This design comes from an exercise in tuning for small area and a short achievable clock period on the open sky130 flow, not from production work. In this exercise RTL edits were held to simulation tests only and were not proved equivalent to the original. Power figures rest on the tool's default switching activity, not on a simulated workload.

===== flow/config.mk =====
export PLATFORM = sky130hd
export DESIGN_NAME = ex_top
export DESIGN_NICKNAME = ex_top
export VERILOG_FILES = /design/flow/design.v
export SDC_FILE = /design/flow/constraint.sdc
export NUM_CORES = 4
export LEC_CHECK = 0
export CAP_MARGIN = 20
export CORE_MARGIN = 2
export CORE_UTILIZATION = 40
export SETUP_SLACK_MARGIN = 0.2
export SLEW_MARGIN = 20

===== flow/constraint.sdc =====
create_clock -name core_clock -period 6.5 [get_ports {clk}]
set_input_delay 1.3000 -clock core_clock [delete_from_list [all_inputs] [get_ports {clk}]]
set_output_delay 1.3000 -clock core_clock [all_outputs]
set_load 0.01 [all_outputs]

===== flow/design.v =====
package ex_bus_pkg;
    localparam int XLEN = 32;
    localparam int ADDR_W = 32;
    localparam int REG_ADDR_W = 5;
    localparam int BYTES_PER_WORD = XLEN / 8;
    typedef logic [XLEN-1:0] word_t;
    typedef logic [ADDR_W-1:0] addr_t;
    typedef logic [REG_ADDR_W-1:0] reg_addr_t;
    typedef logic [BYTES_PER_WORD-1:0] byte_sel_t;
    localparam int SHAMT_W = 5;
    localparam addr_t INST_STEP = 32'd4;
endpackage
package rv_isa_pkg;
    typedef logic [6:0] opcode_t;
    typedef logic [2:0] funct3_t;
    typedef logic [6:0] funct7_t;
    localparam int OPCODE_LSB = 0;
    localparam int OPCODE_W = 7;
    localparam int FUNCT3_LSB = 12;
    localparam int FUNCT3_W = 3;
    localparam int FUNCT7_LSB = 25;
    localparam int FUNCT7_W = 7;
    localparam int ALT_BIT = 30;
    localparam opcode_t OP_R = 7'b0110011;
    localparam opcode_t OP_I = 7'b0010011;
    localparam opcode_t OP_S = 7'b0100011;
    localparam opcode_t OP_L = 7'b0000011;
    localparam opcode_t OP_B = 7'b1100011;
    localparam opcode_t OP_LUI = 7'b0110111;
    localparam opcode_t OP_AUIPC = 7'b0010111;
    localparam opcode_t OP_JAL = 7'b1101111;
    localparam opcode_t OP_JALR = 7'b1100111;
    localparam funct7_t FUNCT7_ZERO = 7'b0000000;
    localparam funct7_t FUNCT7_ALT = 7'b0100000;
    localparam funct3_t FUNCT3_ADD_SUB = 3'b000;
    localparam funct3_t FUNCT3_SLL = 3'b001;
    localparam funct3_t FUNCT3_SLT = 3'b010;
    localparam funct3_t FUNCT3_SLTU = 3'b011;
    localparam funct3_t FUNCT3_XOR = 3'b100;
    localparam funct3_t FUNCT3_SRL_SRA = 3'b101;
    localparam funct3_t FUNCT3_OR = 3'b110;
    localparam funct3_t FUNCT3_AND = 3'b111;
    localparam funct3_t FUNCT3_BEQ = 3'b000;
    localparam funct3_t FUNCT3_BNE = 3'b001;
    localparam funct3_t FUNCT3_BLT = 3'b100;
    localparam funct3_t FUNCT3_BGE = 3'b101;
    localparam funct3_t FUNCT3_BLTU = 3'b110;
    localparam funct3_t FUNCT3_BGEU = 3'b111;
    localparam funct3_t FUNCT3_SB = 3'b000;
    localparam funct3_t FUNCT3_SH = 3'b001;
    localparam funct3_t FUNCT3_SW = 3'b010;
    localparam funct3_t FUNCT3_LB = 3'b000;
    localparam funct3_t FUNCT3_LH = 3'b001;
    localparam funct3_t FUNCT3_LW = 3'b010;
    localparam funct3_t FUNCT3_LBU = 3'b100;
    localparam funct3_t FUNCT3_LHU = 3'b101;
    typedef enum logic [3:0] {
        ALU,
        LUI,
        AUIPC,
        LOAD,
        STORE,
        BRANCH,
        JAL,
        JALR,
        NONE
    } op_class_t;
endpackage
module ex_decode (
    input ex_bus_pkg::word_t inst,
    output rv_isa_pkg::op_class_t ctrl_op_class,
    output rv_isa_pkg::funct3_t ctrl_funct3,
    output logic ctrl_alt,
    output logic ctrl_use_imm
);
    rv_isa_pkg::opcode_t opcode;
    rv_isa_pkg::funct7_t funct7;
    assign opcode = inst[rv_isa_pkg::OPCODE_LSB +: rv_isa_pkg::OPCODE_W];
    assign funct7 = inst[rv_isa_pkg::FUNCT7_LSB +: rv_isa_pkg::FUNCT7_W];
    assign ctrl_funct3 = inst[rv_isa_pkg::FUNCT3_LSB +: rv_isa_pkg::FUNCT3_W];
    assign ctrl_alt = inst[rv_isa_pkg::ALT_BIT];
    assign ctrl_use_imm = (opcode == rv_isa_pkg::OP_I);
    always_comb begin
        case (opcode)
            rv_isa_pkg::OP_R: begin
                if (funct7 == rv_isa_pkg::FUNCT7_ZERO || funct7 == rv_isa_pkg::FUNCT7_ALT) begin
                    ctrl_op_class = rv_isa_pkg::ALU;
                end else begin
                    ctrl_op_class = rv_isa_pkg::NONE;
                end
            end
            rv_isa_pkg::OP_I: begin
                ctrl_op_class = rv_isa_pkg::ALU;
            end
            rv_isa_pkg::OP_S: begin
                ctrl_op_class = rv_isa_pkg::STORE;
            end
            rv_isa_pkg::OP_L: begin
                ctrl_op_class = rv_isa_pkg::LOAD;
            end
            rv_isa_pkg::OP_B: begin
                ctrl_op_class = rv_isa_pkg::BRANCH;
            end
            rv_isa_pkg::OP_LUI: begin
                ctrl_op_class = rv_isa_pkg::LUI;
            end
            rv_isa_pkg::OP_AUIPC: begin
                ctrl_op_class = rv_isa_pkg::AUIPC;
            end
            rv_isa_pkg::OP_JAL: begin
                ctrl_op_class = rv_isa_pkg::JAL;
            end
            rv_isa_pkg::OP_JALR: begin
                ctrl_op_class = rv_isa_pkg::JALR;
            end
            default: begin
                ctrl_op_class = rv_isa_pkg::NONE;
            end
        endcase
    end
endmodule
module ex_alu (
    input rv_isa_pkg::op_class_t ctrl_op_class,
    input rv_isa_pkg::funct3_t ctrl_funct3,
    input logic ctrl_alt,
    input logic ctrl_use_imm,
    input ex_bus_pkg::word_t reg1,
    input ex_bus_pkg::word_t reg2,
    input ex_bus_pkg::word_t imm,
    output ex_bus_pkg::word_t alu_result
);
    ex_bus_pkg::word_t op_b;
    logic [ex_bus_pkg::SHAMT_W-1:0] shamt;
    logic lt_s;
    logic lt_u;
    logic do_sub;
    assign op_b = ctrl_use_imm ? imm : reg2;
    assign shamt = op_b[ex_bus_pkg::SHAMT_W-1:0];
    assign lt_s = $signed(reg1) < $signed(op_b);
    assign lt_u = reg1 < op_b;
    assign do_sub = ctrl_alt && !ctrl_use_imm;
    always_comb begin
        case (ctrl_funct3)
            rv_isa_pkg::FUNCT3_ADD_SUB: begin
                alu_result = do_sub ? reg1 - op_b : reg1 + op_b;
            end
            rv_isa_pkg::FUNCT3_SLL: begin
                alu_result = reg1 << shamt;
            end
            rv_isa_pkg::FUNCT3_SLT: begin
                alu_result = {{(ex_bus_pkg::XLEN-1){1'b0}}, lt_s};
            end
            rv_isa_pkg::FUNCT3_SLTU: begin
                alu_result = {{(ex_bus_pkg::XLEN-1){1'b0}}, lt_u};
            end
            rv_isa_pkg::FUNCT3_XOR: begin
                alu_result = reg1 ^ op_b;
            end
            rv_isa_pkg::FUNCT3_SRL_SRA: begin
                if (ctrl_alt) begin
                    alu_result = $signed(reg1) >>> shamt;
                end else begin
                    alu_result = reg1 >> shamt;
                end
            end
            rv_isa_pkg::FUNCT3_OR: begin
                alu_result = reg1 | op_b;
            end
            rv_isa_pkg::FUNCT3_AND: begin
                alu_result = reg1 & op_b;
            end
            default: begin
                alu_result = '0;
            end
        endcase
    end
endmodule
module ex_branch (
    input rv_isa_pkg::op_class_t ctrl_op_class,
    input rv_isa_pkg::funct3_t ctrl_funct3,
    input logic ctrl_alt,
    input logic ctrl_use_imm,
    input ex_bus_pkg::addr_t pc,
    input ex_bus_pkg::word_t reg1,
    input ex_bus_pkg::word_t reg2,
    input ex_bus_pkg::word_t imm,
    output logic take,
    output ex_bus_pkg::addr_t target,
    output ex_bus_pkg::word_t link
);
    logic cond;
    always_comb begin
        case (ctrl_funct3)
            rv_isa_pkg::FUNCT3_BEQ: cond = (reg1 == reg2);
            rv_isa_pkg::FUNCT3_BNE: cond = (reg1 != reg2);
            rv_isa_pkg::FUNCT3_BLT: cond = ($signed(reg1) < $signed(reg2));
            rv_isa_pkg::FUNCT3_BGE: cond = ($signed(reg1) >= $signed(reg2));
            rv_isa_pkg::FUNCT3_BLTU: cond = (reg1 < reg2);
            rv_isa_pkg::FUNCT3_BGEU: cond = (reg1 >= reg2);
            default: cond = 1'b0;
        endcase
    end
    always_comb begin
        case (ctrl_op_class)
            rv_isa_pkg::BRANCH: take = cond;
            rv_isa_pkg::JAL, rv_isa_pkg::JALR: take = 1'b1;
            default: take = 1'b0;
        endcase
    end
    always_comb begin
        if (ctrl_op_class == rv_isa_pkg::JALR) begin
            target = (reg1 + imm) & ~ex_bus_pkg::addr_t'(1);
        end else begin
            target = pc + imm;
        end
    end
    assign link = pc + ex_bus_pkg::INST_STEP;
endmodule
module ex_lsu (
    input rv_isa_pkg::op_class_t ctrl_op_class,
    input rv_isa_pkg::funct3_t ctrl_funct3,
    input logic ctrl_alt,
    input logic ctrl_use_imm,
    input ex_bus_pkg::word_t reg1,
    input ex_bus_pkg::word_t reg2,
    input ex_bus_pkg::word_t imm,
    input ex_bus_pkg::word_t ram_rdata,
    output logic ram_req,
    output logic ram_we,
    output ex_bus_pkg::byte_sel_t ram_sel,
    output ex_bus_pkg::addr_t ram_addr,
    output ex_bus_pkg::word_t ram_wdata,
    output ex_bus_pkg::word_t load_result
);
    ex_bus_pkg::addr_t addr;
    logic [7:0] rd_byte;
    logic [15:0] rd_half;
    logic half_ok;
    assign addr = reg1 + imm;
    assign rd_byte = ram_rdata[addr[1:0]*8 +: 8];
    assign rd_half = ram_rdata[addr[1]*16 +: 16];
    assign half_ok = (addr[0] == 1'b0);
    always_comb begin
        ram_req = 1'b0;
        ram_we = 1'b0;
        ram_sel = '0;
        ram_addr = '0;
        ram_wdata = '0;
        if (ctrl_op_class == rv_isa_pkg::STORE) begin
            case (ctrl_funct3)
                rv_isa_pkg::FUNCT3_SB: begin
                    ram_req = 1'b1;
                    ram_we = 1'b1;
                    ram_addr = addr;
                    ram_wdata = {4{reg2[7:0]}};
                    ram_sel = ex_bus_pkg::byte_sel_t'(1) << addr[1:0];
                end
                rv_isa_pkg::FUNCT3_SH: begin
                    ram_req = 1'b1;
                    ram_we = 1'b1;
                    ram_addr = addr;
                    ram_wdata = {2{reg2[15:0]}};
                    if (half_ok) begin
                        ram_sel = addr[1] ? 4'b1100 : 4'b0011;
                    end
                end
                rv_isa_pkg::FUNCT3_SW: begin
                    ram_req = 1'b1;
                    ram_we = 1'b1;
                    ram_addr = addr;
                    ram_wdata = reg2;
                    ram_sel = '1;
                end
                default: begin
                end
            endcase
        end else if (ctrl_op_class == rv_isa_pkg::LOAD) begin
            case (ctrl_funct3)
                rv_isa_pkg::FUNCT3_LB, rv_isa_pkg::FUNCT3_LH, rv_isa_pkg::FUNCT3_LW, rv_isa_pkg::FUNCT3_LBU, rv_isa_pkg::FUNCT3_LHU: begin
                    ram_req = 1'b1;
                    ram_addr = addr;
                end
                default: begin
                end
            endcase
        end
    end
    always_comb begin
        case (ctrl_funct3)
            rv_isa_pkg::FUNCT3_LB: load_result = {{24{rd_byte[7]}}, rd_byte};
            rv_isa_pkg::FUNCT3_LBU: load_result = {24'h0, rd_byte};
            rv_isa_pkg::FUNCT3_LH: load_result = half_ok ? {{16{rd_half[15]}}, rd_half} : '0;
            rv_isa_pkg::FUNCT3_LHU: load_result = half_ok ? {16'h0, rd_half} : '0;
            rv_isa_pkg::FUNCT3_LW: load_result = ram_rdata;
            default: load_result = '0;
        endcase
    end
endmodule
module ex_writeback (
    input logic clk,
    input logic arst_n,
    input rv_isa_pkg::op_class_t ctrl_op_class,
    input rv_isa_pkg::funct3_t ctrl_funct3,
    input logic ctrl_alt,
    input logic ctrl_use_imm,
    input ex_bus_pkg::addr_t pc,
    input ex_bus_pkg::word_t imm,
    input ex_bus_pkg::reg_addr_t id_rd_addr,
    input logic id_rd_we,
    input ex_bus_pkg::word_t alu_result,
    input ex_bus_pkg::word_t load_result,
    input ex_bus_pkg::word_t link,
    input logic take,
    input ex_bus_pkg::addr_t target,
    output ex_bus_pkg::reg_addr_t rd_addr,
    output ex_bus_pkg::word_t rd_wdata,
    output logic rd_we,
    output logic jump_flag,
    output ex_bus_pkg::addr_t jump_addr
);
    ex_bus_pkg::word_t result;
    logic valid_op;
    assign valid_op = (ctrl_op_class != rv_isa_pkg::NONE);
    always_comb begin
        case (ctrl_op_class)
            rv_isa_pkg::ALU: result = alu_result;
            rv_isa_pkg::LUI: result = imm;
            rv_isa_pkg::AUIPC: result = pc + imm;
            rv_isa_pkg::LOAD: result = load_result;
            rv_isa_pkg::JAL, rv_isa_pkg::JALR: result = link;
            default: result = '0;
        endcase
    end
    always_ff @(posedge clk or negedge arst_n) begin
        if (!arst_n) begin
            rd_addr <= '0;
            rd_wdata <= '0;
            rd_we <= 1'b0;
            jump_flag <= 1'b0;
            jump_addr <= '0;
        end else begin
            rd_addr <= valid_op ? id_rd_addr : '0;
            rd_wdata <= result;
            rd_we <= id_rd_we && valid_op;
            jump_flag <= take;
            jump_addr <= take ? target : '0;
        end
    end
endmodule
module ex_top (
    input logic clk,
    input logic arst_n,
    input ex_bus_pkg::addr_t pc,
    input ex_bus_pkg::word_t inst,
    input ex_bus_pkg::word_t reg1,
    input ex_bus_pkg::word_t reg2,
    input ex_bus_pkg::word_t imm,
    input ex_bus_pkg::reg_addr_t id_rd_addr,
    input logic id_rd_we,
    input ex_bus_pkg::word_t ram_rdata,
    output logic ram_req,
    output logic ram_we,
    output ex_bus_pkg::byte_sel_t ram_sel,
    output ex_bus_pkg::addr_t ram_addr,
    output ex_bus_pkg::word_t ram_wdata,
    output ex_bus_pkg::reg_addr_t rd_addr,
    output ex_bus_pkg::word_t rd_wdata,
    output logic rd_we,
    output logic jump_flag,
    output ex_bus_pkg::addr_t jump_addr
);
    ex_bus_pkg::word_t alu_result;
    ex_bus_pkg::word_t load_result;
    ex_bus_pkg::word_t link;
    logic take;
    ex_bus_pkg::addr_t target;
    rv_isa_pkg::op_class_t ctrl_op_class;
    rv_isa_pkg::funct3_t ctrl_funct3;
    logic ctrl_alt;
    logic ctrl_use_imm;
    ex_decode u_decode (
        .inst (inst),
        .ctrl_op_class (ctrl_op_class),
        .ctrl_funct3 (ctrl_funct3),
        .ctrl_alt (ctrl_alt),
        .ctrl_use_imm (ctrl_use_imm)
    );
    ex_alu u_alu (
        .ctrl_op_class (ctrl_op_class),
        .ctrl_funct3 (ctrl_funct3),
        .ctrl_alt (ctrl_alt),
        .ctrl_use_imm (ctrl_use_imm),
        .reg1       (reg1),
        .reg2       (reg2),
        .imm        (imm),
        .alu_result (alu_result)
    );
    ex_branch u_branch (
        .ctrl_op_class (ctrl_op_class),
        .ctrl_funct3 (ctrl_funct3),
        .ctrl_alt (ctrl_alt),
        .ctrl_use_imm (ctrl_use_imm),
        .pc     (pc),
        .reg1   (reg1),
        .reg2   (reg2),
        .imm    (imm),
        .take   (take),
        .target (target),
        .link   (link)
    );
    ex_lsu u_lsu (
        .ctrl_op_class (ctrl_op_class),
        .ctrl_funct3 (ctrl_funct3),
        .ctrl_alt (ctrl_alt),
        .ctrl_use_imm (ctrl_use_imm),
        .reg1        (reg1),
        .reg2        (reg2),
        .imm         (imm),
        .ram_rdata   (ram_rdata),
        .ram_req     (ram_req),
        .ram_we      (ram_we),
        .ram_sel     (ram_sel),
        .ram_addr    (ram_addr),
        .ram_wdata   (ram_wdata),
        .load_result (load_result)
    );
    ex_writeback u_writeback (
        .clk         (clk),
        .arst_n      (arst_n),
        .ctrl_op_class (ctrl_op_class),
        .ctrl_funct3 (ctrl_funct3),
        .ctrl_alt (ctrl_alt),
        .ctrl_use_imm (ctrl_use_imm),
        .pc          (pc),
        .imm         (imm),
        .id_rd_addr  (id_rd_addr),
        .id_rd_we    (id_rd_we),
        .alu_result  (alu_result),
        .load_result (load_result),
        .link        (link),
        .take        (take),
        .target      (target),
        .rd_addr     (rd_addr),
        .rd_wdata    (rd_wdata),
        .rd_we       (rd_we),
        .jump_flag   (jump_flag),
        .jump_addr   (jump_addr)
    );
endmodule

===== flow/run.sh =====
#!/bin/bash
# synth_recipe.tcl (not shown) runs the flow's synth.tcl, then flattens the netlist and writes it again
# the make line also repeats each setting of config.mk as NAME=value (left out here)
make -C /OpenROAD-flow-scripts/flow DESIGN_CONFIG=/design/flow/config.mk WORK_HOME=/design/flow/orfs CLKGATE_MAP_FILE= SYNTH_SCRIPT=/design/flow/synth_recipe.tcl finish

==> results.sh <==
export IMPL_synth_async_reset_ratio_pct=100
export IMPL_drt_iter0_markers=3883
export IMPL_setup_worst_path_start="imm[7]"
export IMPL_drc_errors=0
export IMPL_avgSynthCellArea_sq_um=6.70
export IMPL_clockPowerShare_pct=18.4
export IMPL_num_vias=25894
export IMPL_outcome="no timing/DRC/antenna violations"
export IMPL_io_pins=341
export IMPL_min_period_ns=6.26
export IMPL_vias_per_cell=6.87
export IMPL_p_leak_nw=10.3
export IMPL_period_share_pct=96.3
export IMPL_irDropWorstVdd_mv=0.145
export IMPL_cts_htree_levels=3
export IMPL_required_ns=5.20
export IMPL_cts_buffers_inserted=9
export IMPL_core_sq_um=46600
export IMPL_grtUsageTotal_pct=44.9
export IMPL_root_buffer="clkbuf_16"
export IMPL_ys_seq_area_share_pct=9.42
export IMPL_p_per_area_nw_per_um2=123
export IMPL_setup_viol=0
export IMPL_wl_per_cell_um=30.7
export IMPL_tns_ns=0
export IMPL_fin_ws_ns=0.239
export IMPL_fin_area_sq_um=24000
export IMPL_area_growth_pct=27.4
export IMPL_worst_setup_path_type="in2out"
export IMPL_dpl_instance_area_sq_um=23600
export IMPL_grt_pass1_vias=23460
export IMPL_synth_nets=3204
export IMPL_place_congestion=1.12
export IMPL_dp_cells=3749
export IMPL_fillers=4687
export IMPL_fin_hold_ws_ns=0.824
export IMPL_internal_power_mw=1.46
export IMPL_cts_buffer_depth=2
export IMPL_ys_seq_elements=71
export IMPL_num_rows=79
export IMPL_rsz0062_at_grt="true"
export IMPL_power_frac_comb_pct=66.2
export IMPL_ys_flop_type="dfrtp_1"
export IMPL_critPathArrivalTime_ns=4.96
export IMPL_ys_warn_count=5
export IMPL_grt_max_degree=65
export IMPL_die_height_um=221
export IMPL_drt_total_wl_um=116000
export IMPL_max_freq_ghz=0.160
export IMPL_fin_nets=3541
export IMPL_clk_pin_slew_ns=0.06
export IMPL_cts_sinks=71
export IMPL_hold_class="in2async"
export IMPL_critPathMaxFanout=3
export IMPL_setup_worst_path_end_class="primary output"
export IMPL_synth_edf_count=0
export IMPL_drv_cap=0
export IMPL_final_core_util_pct=51.6
export IMPL_antenna_found_initial=6
export IMPL_power_mw=2.96
export IMPL_share_seq_of_total_power_pct=15.4
export IMPL_die_w_um=221
export IMPL_synth_cell_types=92
export IMPL_max_slew_margin_rel_pct=28.0
export IMPL_grt_overflow_total=0
export IMPL_cts_tree="yes"
export IMPL_syn_instance_count=2816
export IMPL_port_buffers=325
export IMPL_final_max_slew_viol_count=0
export IMPL_fp_dieArea_sq_um=48900
export IMPL_p_sw_share_pct=50.5
export IMPL_hold_viol=0
export IMPL_first_pass_iters=7
export IMPL_fin_cells=3767
export IMPL_p_sw_mw=1.49
export IMPL_synth_area_sq_um=18900
export IMPL_worst_pin_slew_ns=1.08
export IMPL_initial_core_util_pct=40.5
export IMPL_grt_pass1_wl_um=164000
export IMPL_cp_start_kind="input port"
export IMPL_drive_above_1_share_pct=9.53
export IMPL_detailed_place_hpwl_um=94800
export IMPL_dp_slack_ns=-0.551
export IMPL_ant_nets=0
## cell type report
type	instances	area (sq um)	area share (%)
clock buffer	9	225	0.937
multi-input combinational	2392	15800	65.9
tap	607	759	3.16
timing repair buffer	524	4760	19.8
sequential	71	1780	7.39
clock inverter	7	80.1	0.333
inverter	155	582	2.42
antenna	2	5.00	0.0208
## power by group through the flow
stage	combinational (mW)	sequential, mW	clock, mW
finish	1.96	0.455	0.545
global route	2.05	0.456	0.564
CTS	1.86	0.455	0.552
floorplan	1.05	0.467	0
detailed placement	1.84	0.464	0
global placement	1.83	0.463	0
## worst paths after layout
kind                                            end  slack (ns)  cells past startpoint
setup / recovery                       ram_addr[16]        0.24                     14
hold / removal             u_writeback.rd_wdata[19]        0.82                      1
max in group asynchronous  u_writeback.rd_wdata[12]        4.63                      2
min in group core_clock      u_writeback.rd_addr[3]        1.48                      2
## worst max-delay path, stage by stage
cell and delay (ns):
clkdlybuf4s50_1 0.53, ha_1 0.40, nand3_1 0.11, nor3b_1 0.28, a221oi_2 0.15, buf_4 0.18
buf_4 0.14, o21ai_0 0.25, nand2_1 0.12, o22ai_1 0.25, nor2_1 0.10, xnor2_1 0.34
and2_1 0.26, clkdlybuf4s50_1 0.56
## placed cells by master (no fill, tap or decap), types with 21 or more instances in the layout
cell type        count
dfrtp_1             71
nor2_1             288
nor3_1              48
xnor2_1             72
inv_1              151
a211oi_1            67
clkdlybuf4s50_1    315
o221ai_1            30
o211ai_1            53
a21o_1              74
nand3_1            118
xor2_1              34
a22oi_1             26
a31oi_1             40
a221oi_1            35
and3_1              25
o22ai_1             25
nand2b_1            34
o21ai_1             27
o21bai_1            21
ha_1               183
o21ai_0            205
nand4_1             29
o31ai_1             22
buf_4              198
nand2_1            254
and2_1              42
a21oi_1            276
mux2i_1             51
## cell usage after synthesis, drive strengths merged, types with 55 or more instances
| library cell | count | share of area [%] |
|---|---|---|
| a21o | 74 | 2.9 |
| ha | 185 | 12 |
| a211oi | 69 | 2.7 |
| nor2 | 295 | 5.9 |
| o21ai | 235 | 6.3 |
| xnor2 | 73 | 3.4 |
| nand3 | 118 | 3.1 |
| dfrtp | 71 | 9.4 |
| buf | 55 | 1.5 |
| nand2 | 255 | 5.1 |
| inv | 154 | 3.1 |
| clkbuf | 143 | 2.8 |
| a21oi | 282 | 7.5 |
## cells by family after synthesis
family / synth area share, %
compound gates: 36.9
simple gates: 23.9
buf+inv: 7.42
fa+ha+maj: 12.6
xor+xnor: 4.97
mux: 4.80
flops: 9.42
## timing repair
item / 4_1_cts / 5_1_grt
resized for setup: 15 / 22
pin swaps: 3 / 8
hold buffers: 0 / 0
endpoints found under the setup margin: 13 / 13
setup buffers: 0 / 0
## registers in the layout, summed over array words and instances, names as in the netlist
signal,cells
u_writeback.rd_we,1
u_writeback.jump_flag,1
u_writeback.rd_wdata,32
u_writeback.rd_addr,5
u_writeback.jump_addr,32
## routing by layer
layer  wire, um  part of all wire (%)  vias up  GRT usage [%]
met5         34                 0.029        -              0
met4       6940                   6.0        6           21.9
met3      14800                    13      382           10.9
met2      48900                    42     2032           69.1
met1      44900                    39    12337           58.5
li1           -                     -    11137              -

afterwards: timing with drivers on the ports:
In the flow no input, the clock included, has a driving cell. The finished layout below was timed again as built, in two steps.
Step 1: set_driving_cell puts a clkbuf_16 on clk and a buf_2 on each other input, an assumption about the parent block.
Step 2 moves the port delays by t, midway between the first and last clock arrival at a register: inputs arrive t later, outputs are due t later. That takes back most of the time a late clock gives input paths.
Three values: no drivers, after step 1, after step 2; two values: the first two.
shift t [ns]: 0.424
setup WS [ns]: 0.239 / 0.211 / 0.001
cell pins on the clock port's net: 1
After both steps this run still meets setup and hold. For this run, drivers alone change the setup slack by -0.028 ns; drivers and shift together by -0.238 ns.
